This is an optimization exercise on Yosys and OpenROAD, whose aim is small area, a short achievable clock period and few clock cycles per item, not a production implementation. Only simulation tests tie the RTL to the original design; equivalence was not proved.

Setup of build 66:
==> flow/design.v (excerpt) <==
module mult_top #(
    parameter int OUT_DEPTH   = 4,
    parameter int OUT_CREDITS = 2
) (
    input  logic            clk,
    input  logic            arst_n,
    input  logic            op_valid,
    input  logic [63:0]     op,
    output logic            op_ready,
    output logic            res_valid,
    output logic [63:0]     res,
    input  logic            res_credit
);
==> flow/config.mk <==
export PLATFORM = sky130hd
export DESIGN_NAME = mult_top
export DESIGN_NICKNAME = mult_top
export VERILOG_FILES = /design/flow/design.v
export SDC_FILE = /design/flow/constraint.sdc
export NUM_CORES = 4
export LEC_CHECK = 0
export ABC_AREA = 1
export CAP_MARGIN = 20
export CORE_MARGIN = 2
export CORE_UTILIZATION = 55
export GPL_TIMING_DRIVEN = 0
export PLACE_DENSITY = 0.7
export SETUP_SLACK_MARGIN = 0.5
export SLEW_MARGIN = 20
==> flow/constraint.sdc <==
create_clock -name core_clock -period 4.0 [get_ports {clk}]
set_input_delay 0.8000 -clock core_clock [delete_from_list [all_inputs] [get_ports {clk}]]
set_output_delay 0.8000 -clock core_clock [all_outputs]
set_load 0.01 [all_outputs]
standard.sh (not shown) runs the stock make flow with config.mk's settings and CLKGATE_MAP_FILE= SYNTH_SCRIPT=/design/flow/synth_recipe.tcl, a recipe that flattens the netlist after the stock synthesis.
==> flow/flow/run.sh <==
#!/bin/bash
# The standard layout with three changes to the netlist it lays out:
#  1. after the standard synthesis, flow/polarity.py removes the inverters
#     that synthesis left around full-adder cells (a full adder is self-dual,
#     so flipping its polarity changes no function); registers are untouched.
#  2. the buffers that synthesis (abc) put in are taken out at floorplan, so
#     the placer's repair builds the fanout trees.
#  3. the port buffers are buf_2 cells rather than the delay cells
#     buffer_ports picks by default. Every port still gets its own buffer.
# Each step writes its full output to a log of its own here (synth.log,
# polarity.log, standard.log); each ORFS step also keeps its log under
# orfs/logs.
set -euo pipefail
export REMOVE_ABC_BUFFERS=1
export BUFFER_PORTS_ARGS="-buffer_cell sky130_fd_sc_hd__buf_2"
bash standard.sh synth > synth.log 2>&1
R=orfs/results/${FLOW_PLATFORM}/mult_top/base
python3 flow/polarity.py $R/1_2_yosys.v $R/1_2_yosys_pol.v > polarity.log 2>&1
cp $R/1_2_yosys.v $R/1_2_yosys_std.v
cp $R/1_2_yosys_pol.v $R/1_2_yosys.v
rm -f $R/1_synth.odb $R/1_synth.sdc
bash standard.sh finish > standard.log 2>&1
Other scripts of this flow, unchanged in this note and not shown: flow/flow/polarity.py
Testbench counts of build 66, summed over its fixed seeds: cycles 3,216, items 3,200.
Here is what was changed in the inputs of build 62 compared with build 66.
- CORE_UTILIZATION: 55 -> 65
- PLACE_DENSITY: 0.7 -> 0.72
Findings:
- Build 62 went all the way through synthesis, placement and routing and the layout is clean on timing, DRC and antenna.
- Sum of routed wire length over all layers: build 62 > build 66
- Between build 62 and build 66, the clock buffer and inverter area fraction after layout figures differ only marginally.
- The register share of the cell area on build 66 is in line with that on build 62.
- Build 66 and build 62 ended up with roughly the same sum of routed wire segments on met1.
- Comparing build 62 with build 66, the area growth from synthesis to final layout came out essentially unchanged.
- The run showing the greater share of the clock period used by the worst path is build 66.
- Initial detailed-routing violation count (build 62 vs. build 66) increases by a little under 10%
- Relative to build 66, timing-limited maximum frequency has gone up in build 62.
Edits applied to the flow inputs when going from build 62 to build 63:
- PLACE_DENSITY: 0.72 -> unset
- CORE_UTILIZATION: 65 -> 48
==> comparison <==
Area occupied by multi-input gates: build 63 vs build 62 — no meaningful difference
In build 63, clock-cell share of area is higher than in build 62.
Delta (build 63 minus build 62): worst endpoint required time was more or less identical.
Relative to build 63, the following input files were edited for build 15:
- a change of CORE_UTILIZATION from 48 to 55
- a change of SETUP_SLACK_MARGIN from 0.5 to 0.65
diff --git a/flow/flow/run.sh b/flow/flow/run.sh
--- a/flow/flow/run.sh
+++ b/flow/flow/run.sh
@@ -6,5 +6,5 @@
 #  2. the buffers that synthesis (abc) put in are taken out at floorplan, so
 #     the placer's repair builds the fanout trees.
-#  3. the port buffers are buf_2 cells rather than the delay cells
+#  3. the port buffers are buf_4 cells rather than the delay cells
 #     buffer_ports picks by default. Every port still gets its own buffer.
 # Each step writes its full output to a log of its own here (synth.log,
@@ -13,5 +13,5 @@
 set -euo pipefail
 export REMOVE_ABC_BUFFERS=1
-export BUFFER_PORTS_ARGS="-buffer_cell sky130_fd_sc_hd__buf_2"
+export BUFFER_PORTS_ARGS="-buffer_cell sky130_fd_sc_hd__buf_4"
 bash standard.sh synth > synth.log 2>&1
 R=orfs/results/${FLOW_PLATFORM}/mult_top/base
==> comparison <==
Build 15 went all the way through synthesis, placement and routing and the layout is clean on timing, DRC and antenna. Build 15 has tightest hold margin above what build 63 had. The run showing the greater wire length on met1 is build 15. Compared with build 63, build 15 shows wire length that has gone up by a few percent. Per the comparison of build 15 with build 63, non-clock buffer count now larger; post-cts resize count now larger. The run with more setup slack is build 15; build 63 has less. In the tables for build 15 and build 63, minimum clock period after layout reads lower with build 15. Relative to build 63, share of the clock period used by the worst path has gone down in build 15. Critical-path maximum fanout: build 15 higher than build 63.
Here is what was changed in the inputs of build 40 compared with build 15.
- SETUP_SLACK_MARGIN changed from 0.65 to 0.5
diff --git a/flow/flow/run.sh b/flow/flow/run.sh
--- a/flow/flow/run.sh
+++ b/flow/flow/run.sh
@@ -6,5 +6,5 @@
 #  2. the buffers that synthesis (abc) put in are taken out at floorplan, so
 #     the placer's repair builds the fanout trees.
-#  3. the port buffers are buf_4 cells rather than the delay cells
+#  3. the port buffers are buf_2 cells rather than the delay cells
 #     buffer_ports picks by default. Every port still gets its own buffer.
 # Each step writes its full output to a log of its own here (synth.log,
@@ -13,5 +13,5 @@
 set -euo pipefail
 export REMOVE_ABC_BUFFERS=1
-export BUFFER_PORTS_ARGS="-buffer_cell sky130_fd_sc_hd__buf_4"
+export BUFFER_PORTS_ARGS="-buffer_cell sky130_fd_sc_hd__buf_2"
 bash standard.sh synth > synth.log 2>&1
 R=orfs/results/${FLOW_PLATFORM}/mult_top/base
==> comparison <==
- On build 40: synthesis-to-layout area growth is 5.8 points lower than what build 15 gave.
- Compared with build 15, in build 40 post-layout minimum cycle time increased 0.12 ns; worst hold slack increased 0.0076 ns.
- Of build 15 and build 40, build 40 shows the lower final non-filler cell area, with build 15 above it.
- In the tables for build 15 and build 40, count of plain and timing-repair buffers in the layout reads higher with build 15.
- Of build 15 and build 40, the lower number of cells upsized or downsized after cts belongs to build 40.
Relative to build 40, the following input files were edited for build 67:
- an added PLACE_DENSITY of 0.72
- a change of CORE_UTILIZATION from 55 to 65
diff --git a/flow/flow/run.sh b/flow/flow/run.sh
--- a/flow/flow/run.sh
+++ b/flow/flow/run.sh
@@ -6,5 +6,5 @@
 #  2. the buffers that synthesis (abc) put in are taken out at floorplan, so
 #     the placer's repair builds the fanout trees.
-#  3. the port buffers are buf_2 cells rather than the delay cells
+#  3. the port buffers are buf_4 cells rather than the delay cells
 #     buffer_ports picks by default. Every port still gets its own buffer.
 # Each step writes its full output to a log of its own here (synth.log,
@@ -13,5 +13,5 @@
 set -euo pipefail
 export REMOVE_ABC_BUFFERS=1
-export BUFFER_PORTS_ARGS="-buffer_cell sky130_fd_sc_hd__buf_2"
+export BUFFER_PORTS_ARGS="-buffer_cell sky130_fd_sc_hd__buf_4"
 bash standard.sh synth > synth.log 2>&1
 R=orfs/results/${FLOW_PLATFORM}/mult_top/base
[summary]
Both conditions hold for build 40: the flow ran to the end and the final layout passed the timing, DRC and antenna checks. Build 67 | status: complete | timing, DRC, antenna: pass. Compared with build 40, build 67 shows a higher global-route met1 utilization. | post-detailed-routing wire length | build 40 vs build 67 | ≈ equal |. Per the comparison of build 67 with build 40, register share of the cell area shows no meaningful change. Of the two values seen for capture point of the worst path, u_drain.rows[222] was produced by build 40 and u_drain.rows[214] by build 67.

* * *

mult_top, a different RTL version from the one above (not shown whole).
Size in the first run: about 4000 cells after synthesis, roughly 300 flip-flops.
==> flow/design.v (excerpt) <==
module mult_top #(
    parameter int OUT_DEPTH   = 4,
    parameter int OUT_CREDITS = 2
) (
    input  logic            clk,
    input  logic            arst_n,
    input  logic            op_valid,
    input  logic [63:0]     op,
    output logic            op_ready,
    output logic            res_valid,
    output logic [63:0]     res,
    input  logic            res_credit
);
==> flow/config.mk <==
export PLATFORM = sky130hd
export DESIGN_NAME = mult_top
export DESIGN_NICKNAME = mult_top
export VERILOG_FILES = /design/flow/design.v
export SDC_FILE = /design/flow/constraint.sdc
export NUM_CORES = 4
export LEC_CHECK = 0
export ABC_AREA = 1
export CAP_MARGIN = 20
export CORE_MARGIN = 2
export CORE_UTILIZATION = 55
export GPL_TIMING_DRIVEN = 0
export SETUP_SLACK_MARGIN = 0.4
export SLEW_MARGIN = 20
==> flow/constraint.sdc <==
create_clock -name core_clock -period 4.0 [get_ports {clk}]
set_input_delay 0.8000 -clock core_clock [delete_from_list [all_inputs] [get_ports {clk}]]
set_output_delay 0.8000 -clock core_clock [all_outputs]
set_load 0.01 [all_outputs]
==> flow/flow/run.sh <==
#!/bin/bash
# The standard layout, with two changes to how the netlist is buffered:
# the buffers that synthesis (abc) put in are taken out at floorplan, so the
# placer's repair builds the fanout trees, and the port buffers are buf_4
# cells rather than the delay cells buffer_ports picks by default. Every port
# still gets its own buffer. The full make output goes to standard.log; each
# ORFS step also keeps its own log under orfs/logs.
set -euo pipefail
export REMOVE_ABC_BUFFERS=1
export BUFFER_PORTS_ARGS="-buffer_cell sky130_fd_sc_hd__buf_4"
bash standard.sh finish > standard.log 2>&1
Testbench counts at the start, summed over its fixed seeds: cycles 3,216, items 3,200.
Then changed:
==> flow/run.sh (new file) <==
#!/bin/bash
# synth_recipe.tcl (not shown) runs the flow's synth.tcl, then flattens the netlist and writes it again
# the make line also repeats each setting of config.mk as NAME=value (left out here)
make -C /OpenROAD-flow-scripts/flow DESIGN_CONFIG=/design/flow/config.mk WORK_HOME=/design/flow/orfs CLKGATE_MAP_FILE= SYNTH_SCRIPT=/design/flow/synth_recipe.tcl finish
--- a/flow/config.mk
+++ b/flow/config.mk
@@ -11,4 +11,3 @@
 export CORE_UTILIZATION = 55
 export GPL_TIMING_DRIVEN = 0
-export SETUP_SLACK_MARGIN = 0.4
 export SLEW_MARGIN = 20
removed: flow/flow/run.sh
removed: flow/standard.sh
Effect: Now the flow ran to the end with violations: negative setup slack; worst setup slack loses 0.52 ns; wire length came out higher by 23%; maximum frequency came out lower by about 13%; core utilization came out lower by 1.0 points; flip-flop and latch count does not change.
Then changed:
--- a/flow/config.mk
+++ b/flow/config.mk
@@ -11,3 +11,4 @@
 export CORE_UTILIZATION = 55
 export GPL_TIMING_DRIVEN = 0
+export SETUP_SLACK_MARGIN = 0.2
 export SLEW_MARGIN = 20
Result: The new run completed without violations. Via count came out higher by 0.46%. Design area came out higher by about 1.2%. Routed wire length barely changes. Non-clock buffer count came out higher by 27. Die area does not change. Register-to-register slack improves by 0.11 ns.

re-timing with driven ports:
In the flow no input, the clock included, has a driving cell. The finished layouts below were timed again as built, in two steps. Step 1: set_driving_cell puts a clkbuf_16 on clk and a buf_2 on each other input, an assumption about the parent block. Step 2 moves the port delays by t, midway between the first and last clock arrival at a register: inputs arrive t later, outputs are due t later. That takes back most of the time a late clock gives input paths. Three values: no drivers, after step 1, after step 2; two values: the first two.
run	t, ns	slack for setup (ns)	hold slack, ns	worst setup path after step 2	pins driven straight from the clock port
build 66	0.615	0.487 / 0.450 / -0.165	0.048 / 0.007 / 0.524	input to register	1
build 62	0.625	0.499 / 0.412 / -0.213	0.036 / -0.005 / 0.516	input to register	1
build 63	0.625	0.530 / 0.423 / -0.202	0.033 / 0.001 / 0.523	input to register	1
build 15	0.617	0.630 / 0.507 / -0.111	0.043 / 0.003 / 0.524	input to register	1
build 40	0.625	0.515 / 0.362 / -0.262	0.051 / 0.006 / 0.533	input to register	1
build 67	0.622	0.472 / 0.323 / -0.299	0.036 / 0.000 / 0.532	input to register	1
the first run of note 2	0.626	0.408 / 0.311 / -0.315	0.433 / 0.444 / 0.535	input to register	1
the second run of note 2	0.646	-0.114 / -0.066 / -0.712	0.424 / 0.375 / 0.524	input to register	1
the third run of note 2	0.641	0.095 / 0.139 / -0.501	0.439 / 0.397 / 0.526	input to register	1
With both steps, setup timing fails in 8 of these runs, where it was met with ideal ports. The setup slack of build 40, which loses most, moves by -0.153 ns with the drivers and by -0.777 ns with both steps.
